This is an optimization exercise on Yosys and OpenROAD, whose aim is small area and a short achievable clock period, not a production implementation.
Only simulation tests tie the RTL to the original design; equivalence was not proved.

==> flow/design.v, too long to show whole: its modules and the start of the top module <==
// module sidAudioPath: 3264 lines
module sidAudioPath (
  input  logic               clk,
  input  logic               rst,
  input  logic               sampleValid,
  input  logic signed [11:0] voice0,
  input  logic signed [11:0] voice1,
  input  logic signed [11:0] voice2,
  input  logic [7:0]         env0,
  input  logic [7:0]         env1,
  input  logic [7:0]         env2,
  input  logic [2:0]         filterRoute,
  input  logic [1:0]         mode,
  input  logic [15:0]        coef,
  input  logic [3:0]         volume,
  output logic signed [15:0] audioOut,
  output logic               audioValid
);
  // ...
==> flow/flow/run.sh <==
#!/bin/bash
# The standard layout with two changes in how it is made (the SDC is unchanged):
#  - after the standard synthesis, flow/invopt.py re-places the netlist's inverters around
#    its full adders (a full adder is self-dual, so each may compute the complements of its
#    outputs from complemented inputs); registers and all other cells are left as they are;
#  - the resizer's setup repair aims at a shorter period than the 20 ns constraint: paths
#    with less than MARGIN ns of slack are sized up and buffered.
set -euo pipefail
MARGIN=$(cat flow/margin.txt)
R=orfs/results/sky130hd/sidAudioPath/base
bash standard.sh synth > synth.log 2>&1
cp $R/1_2_yosys.v $R/1_2_yosys_std.v
python3 flow/invopt.py $R/1_2_yosys_std.v $R/1_2_yosys.v > invopt.log 2>&1
touch $R/1_2_yosys.v
bash standard.sh SETUP_SLACK_MARGIN=$MARGIN finish > standard.log 2>&1
==> flow/flow/invopt.py <==
#!/usr/bin/env python3
"""Re-place the inverters of a flat sky130 gate-level netlist around its full adders.
A full adder is self-dual: FA(~a, ~b, ~c) = (~cout, ~sum). Every inverter is taken out,
each full adder gets a polarity (1: it computes the complement of its original outputs
from complemented inputs), and one inverter is put back per net whose loads need the
other polarity. Polarities are chosen to need as few inverters as possible.
usage: invopt.py IN.v OUT.v"""
import re, sys, collections, random

src = open(sys.argv[1]).read()
m = re.search(r'^module .*?;\n', src, re.S | re.M)
endm = src.rindex('endmodule')
body = src[m.end():endm]
cell_re = re.compile(r'^\s*(sky130_fd_sc_hd__\w+)\s+(\S+)\s*\((.*?)\);\s*$', re.S | re.M)
pin_re = re.compile(r'\.(\w+)\(\s*(.*?)\s*\)(?=\s*,|\s*$)', re.S)
cells = []
last = 0
parts = []
for cm in cell_re.finditer(body):
    parts.append(body[last:cm.start()])
    last = cm.end()
    pins = {}
    for pm in pin_re.finditer(cm.group(3)):
        pins[pm.group(1)] = pm.group(2).strip()
    cells.append([cm.group(1), cm.group(2), pins])
rest = "".join(parts) + body[last:]
assert "assign" not in rest, "assign statements not handled"
decl_lines = [l for l in rest.split("\n") if l.strip()]

OUTPINS = {"X", "Y", "Q", "Q_N", "SUM", "COUT", "HI", "LO"}
def is_inv(c): return re.match(r'sky130_fd_sc_hd__(clk)?inv_\d+$', c[0]) is not None
def is_fa(c): return re.match(r'sky130_fd_sc_hd__fa_\d+$', c[0]) is not None
def is_xor(c): return re.match(r'sky130_fd_sc_hd__x(n)?or[23]_\d+$', c[0]) is not None

outports = set()
for l in decl_lines:
    mm = re.match(r'\s*output\s+(\[(\d+):(\d+)\]\s+)?(\S+);', l)
    if mm:
        if mm.group(1):
            for i in range(int(mm.group(3)), int(mm.group(2)) + 1):
                outports.add(f"{mm.group(4)}[{i}]")
        else:
            outports.add(mm.group(4))

driver = {}
for i, c in enumerate(cells):
    for p, n in c[2].items():
        if p in OUTPINS: driver[n] = (i, p)

def root(net):
    """(root net, parity) through inverter chains"""
    q = 0
    seen = 0
    while True:
        d = driver.get(net)
        if d is None or not is_inv(cells[d[0]]): return net, q
        net = cells[d[0]][2]["A"]; q ^= 1
        seen += 1
        assert seen < 100

# pins: (cell index or None for an output port, pin, root, parity)
pins = []
for i, c in enumerate(cells):
    if is_inv(c): continue
    for p, n in c[2].items():
        if p in OUTPINS: continue
        r, q = root(n)
        pins.append((i, p, r, q))
# output ports: the port net itself may be driven by an inverter
port_pins = []
for o in outports:
    r, q = root(o)
    if r != o:
        port_pins.append((o, r, q))

fa_idx = [i for i, c in enumerate(cells) if is_fa(c) or is_xor(c)]
pol = {i: 0 for i in fa_idx}
def rootpol(r):
    d = driver.get(r)
    if d is None: return 0
    return pol.get(d[0], 0)

# per root: list of (consumer fa or None, parity)
by_root = collections.defaultdict(list)
for (i, p, r, q) in pins:
    if is_xor(cells[i]): continue
    by_root[r].append((i if i in pol else None, q))
for (o, r, q) in port_pins:
    by_root[r].append((None, q))
roots_of_fa = collections.defaultdict(set)
for r, lst in by_root.items():
    d = driver.get(r)
    if d is not None and d[0] in pol: roots_of_fa[d[0]].add(r)
    for (f, q) in lst:
        if f is not None: roots_of_fa[f].add(r)

def root_cost(r):
    rp = rootpol(r)
    need = [q ^ (pol[f] if f is not None else 0) ^ rp for (f, q) in by_root[r]]
    return 1 if any(need) else 0

def total():
    return sum(root_cost(r) for r in by_root)

best = total()
start = best
random.seed(1)
cur = best
bestpol = dict(pol)
T = 1.0
for step in range(200000):
    f = random.choice(fa_idx)
    rs = roots_of_fa[f]
    before = sum(root_cost(r) for r in rs)
    pol[f] ^= 1
    after = sum(root_cost(r) for r in rs)
    d = after - before
    if d <= 0 or random.random() < pow(2.718, -d / T):
        cur += d
        if cur < best:
            best = cur; bestpol = dict(pol)
    else:
        pol[f] ^= 1
    T = max(0.05, 1.0 * (1 - step / 150000))
pol = bestpol
final = total()
print(f"inverters: {sum(1 for c in cells if is_inv(c))} -> {final} (root model {start} -> {final})", file=sys.stderr)

# rebuild: drop all inverters; flipped FAs keep their nets (which now carry complements)
out_cells = []
new_wires = []
inv_for = {}
def inv_net(r):
    if r not in inv_for:
        n = f"_invq{len(inv_for)}_"
        new_wires.append(n)
        inv_for[r] = n
        out_cells.append(["sky130_fd_sc_hd__inv_1", f"_invqc{len(inv_for)}_", {"A": r, "Y": n}])
    return inv_for[r]
for i, c in enumerate(cells):
    if is_inv(c): continue
    nc = [c[0], c[1], dict(c[2])]
    if is_xor(c):
        par = pol[i]
        for p, n in c[2].items():
            if p in OUTPINS: continue
            r, q = root(n)
            par ^= q ^ rootpol(r)
            nc[2][p] = r
        if par:
            mx = re.match(r"sky130_fd_sc_hd__(x(n)?or)([23])_(\d+)$", c[0])
            kind, k, size = mx.group(1), mx.group(3), mx.group(4)
            newkind = "xor" if kind == "xnor" else "xnor"
            nc[0] = f"sky130_fd_sc_hd__{newkind}{k}_{size}"
            if k == "2":
                # xor2 drives X, xnor2 drives Y
                outp = "X" if "X" in nc[2] else "Y"
                net = nc[2].pop(outp)
                nc[2]["Y" if newkind == "xnor" else "X"] = net
        out_cells.append(nc)
        continue
    for p, n in c[2].items():
        if p in OUTPINS: continue
        r, q = root(n)
        need = q ^ (pol[i] if i in pol else 0) ^ rootpol(r)
        nc[2][p] = inv_net(r) if need else r
    out_cells.append(nc)
# output ports driven through inverters: drive them from an inverter or a buffer-free net
port_fix = []
for (o, r, q) in port_pins:
    need = q ^ rootpol(r)
    # the port net must carry r ^ q; build it from r
    if need:
        out_cells.append(["sky130_fd_sc_hd__inv_1", f"_invqp_{len(port_fix)}_", {"A": r, "Y": o}])
    else:
        out_cells.append(["sky130_fd_sc_hd__buf_1", f"_invqp_{len(port_fix)}_", {"A": r, "X": o}])
    port_fix.append(o)
# a root that is itself an output port of a flipped FA would change the port's value
for o in outports:
    d = driver.get(o)
    assert not (d and d[0] in pol and pol[d[0]]), "flipped cell drives an output port"

out = [src[:m.end()]]
out += decl_lines
out += [f"  wire {w};" for w in new_wires]
for c in out_cells:
    pl = ",\n".join(f"    .{p}({n}{' ' if n.startswith(chr(92)) else ''})" for p, n in c[2].items())
    out.append(f"  {c[0]} {c[1]} (\n{pl}\n  );")
out.append("endmodule\n")
open(sys.argv[2], "w").write("\n".join(out))
==> flow/flow/margin.txt <==
14.5
==> flow/standard.sh <==
#!/bin/bash
# synth_recipe.tcl (not shown) runs the flow's synth.tcl, then flattens the netlist and writes it again
# the make line also repeats each setting of config.mk as NAME=value (left out here)
make -C /OpenROAD-flow-scripts/flow DESIGN_CONFIG=/design/flow/config.mk WORK_HOME=/design/flow/orfs CLKGATE_MAP_FILE= SYNTH_SCRIPT=/design/flow/synth_recipe.tcl "${@:-finish}"
==> flow/config.mk <==
export PLATFORM = sky130hd
export DESIGN_NAME = sidAudioPath
export DESIGN_NICKNAME = sidAudioPath
export VERILOG_FILES = /design/flow/design.v
export SDC_FILE = /design/flow/constraint.sdc
export NUM_CORES = 4
export LEC_CHECK = 0
export ABC_AREA = 1
export CAP_MARGIN = 20
export CORE_MARGIN = 2
export CORE_UTILIZATION = 40
export SLEW_MARGIN = 20
==> flow/constraint.sdc <==
create_clock -name core_clock -period 20.0 [get_ports {clk}]
set_input_delay 4.0000 -clock core_clock [delete_from_list [all_inputs] [get_ports {clk}]]
set_output_delay 4.0000 -clock core_clock [all_outputs]
set_load 0.01 [all_outputs]
==> results_dict.tcl, run 1 <==
set metrics [dict create \
    clock_area_frac 0.04189 \
    crit_top_cell "nand2_2" \
    via_count 29013 \
    reg2reg_setup_slack_ns 14.64 \
    gr-usage-met2 0.3539 \
    fin_crit_sh 0.2679 \
    dpl_cell_area_sq_um 39420 \
    nNetsFinal 5091 \
    met3_usage 0.03730 \
    fin_ws_ns 14.64 \
    largest_class "multi-input gates" \
    grt_pass1_vias 29097 \
    num-nonclk-buffers 209 \
    rsz0062_at_grt "true" \
    comb.multi_input.count 3020 \
    die_h_um 309.4 \
    clock-sinks 382 \
    final_cell_mix "577 x nand2_1, 528 x inv_1, 503 x fa_1, 382 x o22ai_1, 351 x dfxtp_1" \
    status "finished clean" \
    crit_required_ns 20.49 \
    area_delta_synth_final_pct 13.37 \
    endpoint_kind "register" \
    slew_violations 0 \
    timing.fmax_mhz 186.6 \
    multi_input_area_sq_um 27050 \
    critPathMaxStageDelay_ns 0.55 \
    numCtsBuffers 48 \
    antenna_found_initial 2 \
    startpoint "kb_nneg[1]" \
    worstPathArrival_ns 5.85 \
    grt_overflow_total 0 \
    slew_headroom 0.3243 \
    cp-start-kind "register" \
    dp_hpwl_um 78950 \
    drt-met1-wl_um 45560 \
    clock_latency_ns 0.64 \
]
==> run 2, diff against run 1 <==
--- a/flow/flow/invopt.py
+++ b/flow/flow/invopt.py
@@ -32,3 +32,2 @@
 def is_fa(c): return re.match(r'sky130_fd_sc_hd__fa_\d+$', c[0]) is not None
-def is_xor(c): return re.match(r'sky130_fd_sc_hd__x(n)?or[23]_\d+$', c[0]) is not None
 
@@ -75,3 +74,3 @@
 
-fa_idx = [i for i, c in enumerate(cells) if is_fa(c) or is_xor(c)]
+fa_idx = [i for i, c in enumerate(cells) if is_fa(c)]
 pol = {i: 0 for i in fa_idx}
@@ -85,3 +84,2 @@
 for (i, p, r, q) in pins:
-    if is_xor(cells[i]): continue
     by_root[r].append((i if i in pol else None, q))
@@ -142,21 +140,2 @@
     nc = [c[0], c[1], dict(c[2])]
-    if is_xor(c):
-        par = pol[i]
-        for p, n in c[2].items():
-            if p in OUTPINS: continue
-            r, q = root(n)
-            par ^= q ^ rootpol(r)
-            nc[2][p] = r
-        if par:
-            mx = re.match(r"sky130_fd_sc_hd__(x(n)?or)([23])_(\d+)$", c[0])
-            kind, k, size = mx.group(1), mx.group(3), mx.group(4)
-            newkind = "xor" if kind == "xnor" else "xnor"
-            nc[0] = f"sky130_fd_sc_hd__{newkind}{k}_{size}"
-            if k == "2":
-                # xor2 drives X, xnor2 drives Y
-                outp = "X" if "X" in nc[2] else "Y"
-                net = nc[2].pop(outp)
-                nc[2]["Y" if newkind == "xnor" else "X"] = net
-        out_cells.append(nc)
-        continue
     for p, n in c[2].items():
@@ -180,3 +159,3 @@
     d = driver.get(o)
-    assert not (d and d[0] in pol and pol[d[0]]), "flipped cell drives an output port"
+    assert not (d and d[0] in pol and pol[d[0]]), "flipped FA drives an output port"
 
==> run 2 against run 1 <==
Effect of this change:
- maximum frequency decreased by 1.0%
- global-route usage about the same
- via count increased by 1.7%
- non-clock buffer count unchanged
- sequential share of layout area decreased by 0.23 points
- hold slack about the same
- core utilization increased by 0.29 points
- first-iteration DRC count increased by 16%
- highest routed layer unchanged
==> results_dict.tcl, run 2 <==
set metrics [dict create \
    status "finished clean" \
    dieWidth_um 311.4 \
    critPathMaxStageDelay_ns 0.63 \
    cp-start-kind "register" \
    timing.fmax_mhz 184.7 \
    grt_pass1_wl_um 166700 \
    clk_path_buf_depth 3 \
    syn_area_sq_um 37800 \
    wl_um 106900 \
    crit_top_cell "nand2_1" \
    worstPathArrival_ns 5.94 \
    hold_viol 0 \
    slew_headroom 0.3675 \
    antenna_found_initial 1 \
    synth_area_per_cell_sq_um 8.797 \
    layoutNonFillerInstCount 5626 \
    avgRoutedWirePerCell_um 18.99 \
    finalSetupTns_ns 0 \
    holdWs_ns 0.3243 \
    final_common_cell "inv_1" \
    syn-num-nets 5189 \
    top_regs "X4a x33, X4b x31" \
    antenna_left 0 \
    pin_count 105 \
    grt_overflow_total 0 \
    fin_worst_skew_ns 0.02567 \
    start_util 0.4044 \
    worstPathMaxFanout 21 \
    hold_class "reg -> reg" \
    path_clk_slew_ns 0.06 \
    core_area_sq_um 93470 \
    syn_inst 4297 \
    place_congestion 0.9205 \
    dp_slack_ns 13.45 \
    drc 0 \
    firstDrtPassIters 6 \
    cp.buffers_inverters 3 \
    cap_violations 0 \
    grt_pass1_vias 29386 \
    htreeDepth 2 \
    grt_usage 0.2169 \
    rsz0062_at_grt "true" \
    tritoncts "built" \
    grt_max_degree 39 \
    design_area_sq_um 42810 \
    fp-row-count 112 \
    top_register "X4a" \
    cts-root-buf "clkbuf_16" \
    cts_hold_buffers 0 \
    clock-sinks 382 \
    die_area_sq_um 96980 \
    vias_per_cell 5.244 \
    drt_iter0_drc 2317 \
    fin_crit_sh 0.2706 \
    final_cell_mix "648 x inv_1, 577 x nand2_1, 506 x fa_1, 466 x xor2_1, 380 x o22ai_1" \
    critical-path-slowest-cell "fa_1" \
    drive_gt1_frac 0.08966 \
    clock_latency_ns 0.66 \
    crit_required_ns 20.53 \
    worstMarginPinSlew_ns 0.9464 \
    nNetsFinal 5224 \
    placed_cells 5470 \
    min_period_ns 5.413 \
    fin_util 0.4580 \
    dpl_cell_area_sq_um 39840 \
    die_h_um 311.4 \
    fin_ws_ns 14.59 \
    via_count 29500 \
    crit_family "adder cells" \
    numCtsBuffers 49 \
    yosysWarnings 1 \
    num_antenna_cells 0 \
    dp_hpwl_um 80890 \
    io_buffers 104 \
    setup_violations 0 \
    slew_violations 0 \
    worstSetupPathType "reg -> reg" \
    endpoint_kind "register" \
    largest_reg_flops 33 \
    area_delta_synth_final_pct 13.26 \
]
run 2: changes by cell type in the layout (fill, tap and decap cells not counted), sizes merged, moves of 4 or more:
cell | previous run | this run
xnor2 | 222 | 47
xor2 | 295 | 470
clkbuf | 63 | 59
buf | 96 | 101
clkinvlp | 11 | 18
inv | 541 | 672
run 2: what timing repair did:
action | CTS | global route
setup endpoints to repair | 33 | 27
gates resized for setup | 61 | 144
pin swaps | 2 | 60
cloned | 0 | 5
setup buffers | 19 | 41
run 2: area by class of cell:
| cell class | count | area [sq um] |
|---|---|---|
| Tap cell | 1254 | 1569 |
| Timing Repair Buffer | 209 | 2024 |
| Fill cell | 9039 | 50660 |
| Inverter | 670 | 2557 |
| Clock buffer | 55 | 1299 |
| Clock inverter | 36 | 504.2 |
| Sequential cell | 382 | 7749 |
| Multi-Input combinational cell | 3020 | 27110 |
run 2: routing by layer:
layer | GRT usage | wire (um)
met5 | 0 | 11
met4 | 0.08245 | 4298
met3 | 0.03734 | 8015
met2 | 0.3442 | 48160
met1 | 0.2953 | 46370
run 2: worst paths after layout:
check | startpoint | to | slack, ns | depth (start not counted)
setup / recovery | nlp[9] | nlp[7] | 14.59 | 26
hold reg to reg | D3[15] | D4[15] | 0.32 | 0
hold / removal | D3[15] | D4[15] | 0.32 | 0
setup reg to reg | nlp[9] | nlp[7] | 14.59 | 26
run 2: worst reg2reg max path, delay by kind of cell, from the launching register on:
family | cells | cell delay (ns)
adder cells (fa/ha/maj) | 5 | 2.50
XOR/XNOR | 1 | 0.22
buffers and inverters | 3 | 0.40
AND/OR/NAND/NOR | 15 | 1.47
flip-flops | 1 | 0.32
AO/OA/AOI/OAI | 2 | 0.40
==> run 3, diff against run 2 <==
--- a/flow/flow/run.sh
+++ b/flow/flow/run.sh
@@ -3,4 +3,5 @@
 #  - after the standard synthesis, flow/invopt.py re-places the netlist's inverters around
-#    its full adders (a full adder is self-dual, so each may compute the complements of its
-#    outputs from complemented inputs); registers and all other cells are left as they are;
+#    its full adders and XOR gates (a full adder is self-dual, so each may compute the
+#    complements of its outputs from complemented inputs; an XOR gate absorbs an inverted
+#    input by becoming an XNOR); registers and all other cells are left as they are;
 #  - the resizer's setup repair aims at a shorter period than the 20 ns constraint: paths
--- a/flow/flow/invopt.py
+++ b/flow/flow/invopt.py
@@ -1,7 +1,10 @@
 #!/usr/bin/env python3
-"""Re-place the inverters of a flat sky130 gate-level netlist around its full adders.
-A full adder is self-dual: FA(~a, ~b, ~c) = (~cout, ~sum). Every inverter is taken out,
-each full adder gets a polarity (1: it computes the complement of its original outputs
-from complemented inputs), and one inverter is put back per net whose loads need the
-other polarity. Polarities are chosen to need as few inverters as possible.
+"""Re-place the inverters of a flat sky130 gate-level netlist around its full adders and
+XOR gates. A full adder is self-dual: FA(~a, ~b, ~c) = (~cout, ~sum); an XOR/XNOR gate
+absorbs an inverted input, or complements its output, by switching between XOR and XNOR.
+Every inverter is taken out, each full adder and XOR gate gets a polarity (1: it computes
+the complement of its original output), XOR gates take their inputs in whatever polarity
+they come and fold the parity into their type, and one inverter is put back per net whose
+other loads need the other polarity. Polarities are chosen to need as few inverters as
+possible.
 usage: invopt.py IN.v OUT.v"""
@@ -32,2 +35,3 @@
 def is_fa(c): return re.match(r'sky130_fd_sc_hd__fa_\d+$', c[0]) is not None
+def is_xor(c): return re.match(r'sky130_fd_sc_hd__x(n)?or[23]_\d+$', c[0]) is not None
 
@@ -74,3 +78,3 @@
 
-fa_idx = [i for i, c in enumerate(cells) if is_fa(c)]
+fa_idx = [i for i, c in enumerate(cells) if is_fa(c) or is_xor(c)]
 pol = {i: 0 for i in fa_idx}
@@ -84,2 +88,3 @@
 for (i, p, r, q) in pins:
+    if is_xor(cells[i]): continue
     by_root[r].append((i if i in pol else None, q))
@@ -140,2 +145,21 @@
     nc = [c[0], c[1], dict(c[2])]
+    if is_xor(c):
+        par = pol[i]
+        for p, n in c[2].items():
+            if p in OUTPINS: continue
+            r, q = root(n)
+            par ^= q ^ rootpol(r)
+            nc[2][p] = r
+        if par:
+            mx = re.match(r"sky130_fd_sc_hd__(x(n)?or)([23])_(\d+)$", c[0])
+            kind, k, size = mx.group(1), mx.group(3), mx.group(4)
+            newkind = "xor" if kind == "xnor" else "xnor"
+            nc[0] = f"sky130_fd_sc_hd__{newkind}{k}_{size}"
+            if k == "2":
+                # xor2 drives X, xnor2 drives Y
+                outp = "X" if "X" in nc[2] else "Y"
+                net = nc[2].pop(outp)
+                nc[2]["Y" if newkind == "xnor" else "X"] = net
+        out_cells.append(nc)
+        continue
     for p, n in c[2].items():
@@ -159,3 +183,3 @@
     d = driver.get(o)
-    assert not (d and d[0] in pol and pol[d[0]]), "flipped FA drives an output port"
+    assert not (d and d[0] in pol and pol[d[0]]), "flipped cell drives an output port"
 
==> flow/flow/margin.txt (replaced) <==
14.3
==> run 3 against run 2 <==
Effect of this change:
- first-iteration DRC count down 15%
- synthesized area down 1.3%
- sequential cell count unchanged
- setup slack worse by 0.11 ns
- highest routed layer unchanged
- hold slack about the same
- synthesized cell count down 3.1%
- design area down 2.7%
- cell count down 2.9%
- clock skew up 0.019 ns
==> results_dict.tcl, run 3 <==
set metrics [dict create \
    path_clk_slew_ns 0.06 \
    fin_worst_skew_ns 0.04480 \
    fin_crit_sh 0.2759 \
    cp.buffers_inverters 1 \
    worstPathArrival_ns 1.52 \
    holdCritStartpoint "D3[7]" \
    num_antenna_cells 0 \
    die_area_sq_um 95720 \
    yosysWarnings 1 \
    synth_area_per_cell_sq_um 8.957 \
    antenna_left 0 \
    hold_class "reg -> reg" \
    slew_violations 0 \
    area_delta_synth_final_pct 11.63 \
    reg2reg_setup_slack_ns 14.55 \
    largest_reg_flops 33 \
    cp-start-kind "register" \
    hold_end "D4[7]" \
    drc 0 \
    dpl_cell_area_sq_um 39420 \
    die_h_um 309.4 \
    fp-row-count 112 \
    grt_pass1_vias 28993 \
    drt_iter0_drc 1981 \
    avgRoutedWirePerCell_um 18.88 \
    crit_family "buffers and inverters" \
    place_congestion 0.9226 \
    final_common_cell "nand2_1" \
    dp_hpwl_um 78950 \
    cts_hold_buffers 0 \
    dieWidth_um 309.4 \
    pin_count 105 \
    grt_pass1_wl_um 163200 \
    core_area_sq_um 92910 \
    syn_inst 4165 \
    firstDrtPassIters 5 \
    critical-path-slowest-cell "clkdlybuf4s50_1" \
    nNetsFinal 5061 \
    via_count 28598 \
    worstSetupPathType "reg -> out" \
    worstMarginPinSlew_ns 0.9664 \
    finalSetupTns_ns 0 \
    worstPathMaxFanout 1 \
    grt_usage 0.2166 \
    antenna_found_initial 2 \
    grt_max_degree 39 \
    slew_headroom 0.3542 \
    clk_path_buf_depth 3 \
    setup_violations 0 \
    tritoncts "built" \
    min_period_ns 5.518 \
    clock_latency_ns 0.64 \
    design_area_sq_um 41640 \
    start_util 0.4015 \
    drive_gt1_frac 0.06751 \
    top_register "X4a" \
    syn-num-nets 5057 \
    htreeDepth 2 \
    cap_violations 0 \
    top_regs "X4a x33, X4b x31" \
    grt_overflow_total 0 \
    vias_per_cell 5.237 \
    reg2reg_to "nlp[10]" \
    numCtsBuffers 48 \
    holdWs_ns 0.3246 \
    syn_area_sq_um 37300 \
    cts-root-buf "clkbuf_16" \
    clock-sinks 382 \
    rsz0062_at_grt "true" \
    rr_worst_depth 28 \
    hold_viol 0 \
    io_buffers 104 \
    final_cell_mix "597 x nand2_1, 533 x inv_1, 510 x fa_1, 386 x o22ai_1, 357 x dfxtp_1" \
    critPathMaxStageDelay_ns 0.57 \
    endpoint_kind "output port" \
    path_cells "clkdlybuf4s50_1" \
    crit_required_ns 16.00 \
    wl_um 103100 \
    rr_startpoint "nlp[15]" \
    timing.fmax_mhz 181.2 \
    status "finished clean" \
    whs_path_depth 0 \
]
==> run 3: worst max-delay path by stage <==
stage                       end  cells after the start  slack (ns)         from
detailed placement       nlp[5]                     21       13.38    coef_r[1]
global route             nlp[5]                     22       14.27   coef_r[15]
finish              audioOut[0]                      1       14.48  audioOut[0]
global placement         nlp[5]                     21       13.54    coef_r[1]
floorplan                nlp[5]                     28       14.65   kb_nneg[2]
CTS                     nlp[14]                     28       14.30   kb_nneg[1]
==> run 3: final cells by class <==
cell class | count | area, sq um
Clock buffer | 54 | 1224
Fill cell | 8991 | 51270
Sequential cell | 382 | 7699
Multi-Input combinational cell | 3019 | 26850
Clock inverter | 34 | 548.0
Inverter | 538 | 2034
Tap cell | 1254 | 1569
Timing Repair Buffer | 180 | 1715
==> run 3: worst register-to-register path: cells and delay by family (launching register included) <==
family | cells | cell delay, ns
AOI/OAI and AO/OA | 2 | 0.50
xor gates and xnor gates | 1 | 0.21
adders and majority gates | 5 | 2.46
buffers and inverters | 3 | 0.37
DFF | 1 | 0.37
and+or+nand+nor | 17 | 1.42
==> run 3: per-stage QoR <==
step           utilization  setup slack (ns)  std cells
6_report            0.4482             14.48       5461
3_3_place_gp        0.4242             13.54       5346
4_1_cts             0.4440             14.30       5438
3_5_place_dp        0.4243             13.38       5346
2_1_floorplan            -             14.65       4165
5_1_grt             0.4482             14.27       5461
==> run 3: per-layer routing <==
layer,vias to the layer above,global-route usage,share of wire
met4,2,0.06807,0.031
met3,188,0.03757,0.070
met2,1022,0.3529,0.46
met1,13966,0.2932,0.44
li1,13420,-,-
met5,-,0,0.00013
==> run 3: what timing repair did <==
item	4_1_cts	5_1_grt
gates cloned	0	2
pin swaps	0	8
setup buffers	4	21
setup endpoints to repair	16	23
resized for setup	15	49
==> run 4, diff against run 3 <==
==> flow/flow/margin.txt (replaced) <==
14.7
==> run 4 against run 3 <==
Effect of this change:
- core utilization is 0.96 points higher
- die area stayed put
- critical path depth is 27 higher
- cell count is 0.71% higher
- sequential cell count stayed put
- via count is 1.5% higher
- critical endpoint is now nlp[6]
- largest cell class unchanged
==> results_dict.tcl, run 4 <==
set metrics [dict create \
    clock-sinks 382 \
    crit_required_ns 20.51 \
    wl_met2_um 49280 \
    worstPathMaxFanout 7 \
    tritoncts "built" \
    dp_hpwl_um 78240 \
    worstSetupPathType "reg -> reg" \
    cts_hold_buffers 0 \
    place_congestion 0.9108 \
    yosysWarnings 1 \
    slew_violations 0 \
    cts-root-buf "clkbuf_16" \
    cp-start-kind "register" \
    critPathMaxStageDelay_ns 0.70 \
    final_cell_mix "570 x nand2_1, 528 x inv_1, 501 x fa_1, 379 x o22ai_1, 349 x dfxtp_1" \
    regArea_sq_um 7759 \
    fp-row-count 112 \
    status "finished clean" \
    final_common_cell "nand2_1" \
    largest_reg_flops 33 \
    drt_iter0_drc 1927 \
    htreeDepth 2 \
    top_regs "X4a x33, X4b x31" \
    grt_max_degree 39 \
    route.met3.wl_um 7900 \
    finalSetupTns_ns 0 \
    fin_util 0.4578 \
    avgRoutedWirePerCell_um 19.24 \
    synth_area_per_cell_sq_um 8.957 \
    syn-num-nets 5057 \
    endpoint_kind "register" \
    min_period_ns 5.321 \
    start_util 0.4015 \
    crit_top_cell "nand2_1" \
    setup_violations 0 \
    cap_violations 0 \
    core_area_sq_um 92910 \
    firstDrtPassIters 6 \
    die_h_um 309.4 \
    grt_pass1_wl_um 163500 \
    hold_class "reg -> reg" \
    fillers 8938 \
    drt-met1-wl_um 44760 \
    nNetsFinal 5100 \
    grt_usage 0.2180 \
    syn_area_sq_um 37300 \
    fin_worst_skew_ns 0.03049 \
    drc 0 \
    clock_latency_ns 0.64 \
    grt_pass1_vias 29222 \
    area_delta_synth_final_pct 14.01 \
    worstMarginPinSlew_ns 0.9698 \
    vias_per_cell 5.276 \
    antenna_found_initial 2 \
    wl_um 105800 \
    antenna_left 0 \
    path_clk_slew_ns 0.06 \
    drive_gt1_frac 0.09421 \
    grt_overflow_total 0 \
    fin_crit_sh 0.2661 \
    via_count 29018 \
    top_register "X4a" \
    critical-path-slowest-cell "fa_1" \
    io_buffers 104 \
    worstPathArrival_ns 5.83 \
    slew_headroom 0.3519 \
    die_area_sq_um 95720 \
    numCtsBuffers 47 \
    multi_input_area_sq_um 27160 \
    fin_ws_ns 14.68 \
    clk_path_buf_depth 3 \
    num_antenna_cells 0 \
    dieWidth_um 309.4 \
    routed.top_layer "met4" \
    timing.fmax_mhz 187.9 \
    syn_inst 4165 \
    rsz0062_at_grt "true" \
    hold_viol 0 \
    dp_slack_ns 13.36 \
    pin_count 105 \
]
run 4: routing by layer:
layer	vias to the layer above	track usage
li1	13503	-
met1	14200	0.2897
met2	1077	0.3611
met3	238	0.03894
met4	0	0.06785
met5	-	0
run 4: worst paths after layout:
| check | start | endpoint | slack (ns) | cells after the start |
|---|---|---|---|---|
| setup / recovery | nlp[14] | nlp[6] | 14.68 | 28 |
| setup reg to reg | nlp[14] | nlp[6] | 14.68 | 28 |
| hold reg to reg | D3[5] | D4[5] | 0.33 | 0 |
| hold / removal | D3[5] | D4[5] | 0.33 | 0 |
run 4: metrics by stage:
stage               hold slack, ns  cells  area [sq um]
floorplan                   0.3096   4165         37310
global placement            0.3118   5346         39420
detailed placement          0.3121   5346         39420
CTS                         0.3232   5457         41650
global route                0.3304   5500         42530
finish                      0.3259   5500         42530
run 4: repair_timing:
action,in CTS,in global routing
gates cloned,3,9
setup buffers,21,34
gates resized for setup,101,121
setup endpoints to repair,41,35
pin swaps,9,54
run 4: worst max-delay path: cells and delay by family (launching register included):
family          cells  cell delay [ns]
flops               1             0.35
simple gates       17             1.55
compound gates      2             0.43
buf+inv             4             0.57
xor+xnor            1             0.16
fa+ha+maj           4             2.14
run 4: cell type report:
class / instances / area share
clock buffer: 57 / 0.02998
clock inverter: 30 / 0.01047
inverter: 538 / 0.04807
multi-input combinational: 3020 / 0.6387
sequential: 382 / 0.1824
tap: 1254 / 0.03689
timing repair buffer: 219 / 0.05346
==> run 5, diff against run 4 <==
==> flow/flow/margin.txt (replaced) <==
14.5
==> run 5 against run 4 <==
Effect of this change:
- design area is 0.56% lower
- highest routed layer is now met5
- via count hardly changed
- routed wire length is 0.29% higher
- cell count is 0.15% lower
- synthesized cell count stayed put
- core utilization is 0.26 points lower
- sequential cell count stayed put
- largest cell class unchanged
==> results_dict.tcl, run 5 <==
set metrics [dict create \
    grt_max_degree 39 \
    worstMarginPinSlew_ns 1.011 \
    firstDrtPassIters 5 \
    place_congestion 0.9226 \
    min_period_ns 5.359 \
    setup_violations 0 \
    antenna_left 0 \
    path_clk_slew_ns 0.06 \
    dp_hpwl_um 78950 \
    drt_iter0_drc 2003 \
    route.met3.wl_um 7749 \
    clk_path_buf_depth 3 \
    grt_overflow_total 0 \
    avgRoutedWirePerCell_um 19.33 \
    cp-start-kind "register" \
    placed_cells 5346 \
    worstPathArrival_ns 5.85 \
    numCtsBuffers 48 \
    top_regs "X4a x33, X4b x31" \
    nNetsFinal 5091 \
    area_delta_synth_final_pct 13.37 \
    multi_input_area_sq_um 27050 \
    start_util 0.4015 \
    dieWidth_um 309.4 \
    critical-path-slowest-cell "fa_1" \
    fin_crit_sh 0.2679 \
    cap_violations 0 \
    crit_required_ns 20.49 \
    largest_reg_flops 33 \
    wl_met2_um 48980 \
    syn_inst 4165 \
    critPathMaxStageDelay_ns 0.55 \
    top_register "X4a" \
    clock_latency_ns 0.64 \
    grt_pass1_vias 29097 \
    via_count 29013 \
    fin_worst_skew_ns 0.04319 \
    syn-num-nets 5057 \
    routed.top_layer "met5" \
    syn_area_sq_um 37300 \
    tritoncts "built" \
    pin_count 105 \
    finalSetupTns_ns 0 \
    worstSetupPathType "reg -> reg" \
    grt_usage 0.2170 \
    endpoint_kind "register" \
    synth_area_per_cell_sq_um 8.957 \
    cts-root-buf "clkbuf_16" \
    clock-sinks 382 \
    drive_gt1_frac 0.08638 \
    worstPathMaxFanout 7 \
    fp-row-count 112 \
    layoutNonFillerInstCount 5492 \
    grt_pass1_wl_um 163600 \
    antenna_found_initial 2 \
    cts_hold_buffers 0 \
    final_common_cell "nand2_1" \
    drc 0 \
    crit_top_cell "nand2_2" \
    rsz0062_at_grt "true" \
    htreeDepth 2 \
    io_buffers 104 \
    slew_violations 0 \
    die_h_um 309.4 \
    fillers 8931 \
    final_cell_mix "577 x nand2_1, 528 x inv_1, 503 x fa_1, 382 x o22ai_1, 351 x dfxtp_1" \
    hold_viol 0 \
    regArea_sq_um 7751 \
    hold_class "reg -> reg" \
    core_area_sq_um 92910 \
    drt-met1-wl_um 45560 \
    die_area_sq_um 95720 \
    timing.fmax_mhz 186.6 \
    wl_um 106100 \
    vias_per_cell 5.283 \
    status "finished clean" \
    slew_headroom 0.3243 \
    yosysWarnings 1 \
]
==> run 5: layer usage <==
metal	global-route usage	up-vias
met5	0	-
met4	0.06875	2
met3	0.03730	217
met2	0.3539	1079
met1	0.2932	14229
li1	-	13486
==> run 5: final timing paths <==
check | start | endpoint | slack, ns | cells past startpoint
setup reg to reg | kb_nneg[1] | nlp[11] | 14.64 | 31
setup / recovery | kb_nneg[1] | nlp[11] | 14.64 | 31
hold reg to reg | D3[7] | D4[7] | 0.32 | 0
hold / removal | D3[7] | D4[7] | 0.32 | 0
==> run 5: critical path: cells and delay by family (launching register included) <==
| kind | cells | cell delay, ns |
|---|---|---|
| compound gates | 1 | 0.25 |
| buf+inv | 5 | 0.80 |
| xor+xnor | 1 | 0.15 |
| simple gates | 18 | 1.29 |
| fa+ha+maj | 6 | 2.43 |
| flops | 1 | 0.33 |
==> run 5: per-stage QoR <==
stage          area [sq um]  utilization  hold WS [ns]  worst slack (ns)
2_1_floorplan         37300            -        0.3096             14.65
3_3_place_gp          39420       0.4242        0.3122             13.54
3_5_place_dp          39420       0.4243        0.3121             13.38
4_1_cts               41350       0.4451        0.3216             14.52
5_1_grt               42290       0.4552        0.3262             14.39
6_report              42290       0.4552        0.3247             14.64
==> run 5: cell type report <==
type	count	share of cell area
antenna	1	0.00005917
clock buffer	54	0.02893
clock inverter	34	0.01296
inverter	538	0.04834
multi-input combinational	3020	0.6396
sequential	382	0.1833
tap	1254	0.03710
timing repair buffer	209	0.04976
==> run 5: repair_timing <==
action	4_1_cts	5_1_grt
endpoints found under the hold margin	0	0
pin swaps	2	53
resized for setup	55	124
endpoints found under the setup margin	33	24
cloned	0	10
buffers inserted	10	37

[what the ideal ports hide]
How much do the figures lean on ideal ports? The routed layouts below were timed once more, with nothing changed but the port constraints. Step 1: set_driving_cell puts a clkbuf_16 on clk and a buf_2 on each other input, an assumption about the parent block. Step 2 moves the port delays by t, midway between the first and last clock arrival at a register: inputs arrive t later, outputs are due t later. That takes back most of the time a late clock gives input paths. a / b / c = ideal ports / drivers / drivers and shift; a / b = the first two.
| run | t, ns | setup slack, ns | clock arrival spread, ns | worst data-port slew with drivers (ns) | pins driven straight from the clock port |
|---|---|---|---|---|---|
| run 1 | 0.688 | 14.641 / 14.641 / 14.641 | 0.043 / 0.043 | 0.11 | 1 |
| run 2 | 0.718 | 14.587 / 14.587 / 14.587 | 0.027 / 0.027 | 0.08 | 1 |
| run 3 | 0.688 | 14.482 / 14.413 / 14.553 | 0.046 / 0.045 | 0.11 | 1 |
| run 4 | 0.696 | 14.679 / 14.679 / 14.679 | 0.031 / 0.031 | 0.11 | 1 |
| run 5 | 0.688 | 14.641 / 14.641 / 14.641 | 0.043 / 0.043 | 0.11 | 1 |
After both steps every run listed still meets setup and hold.
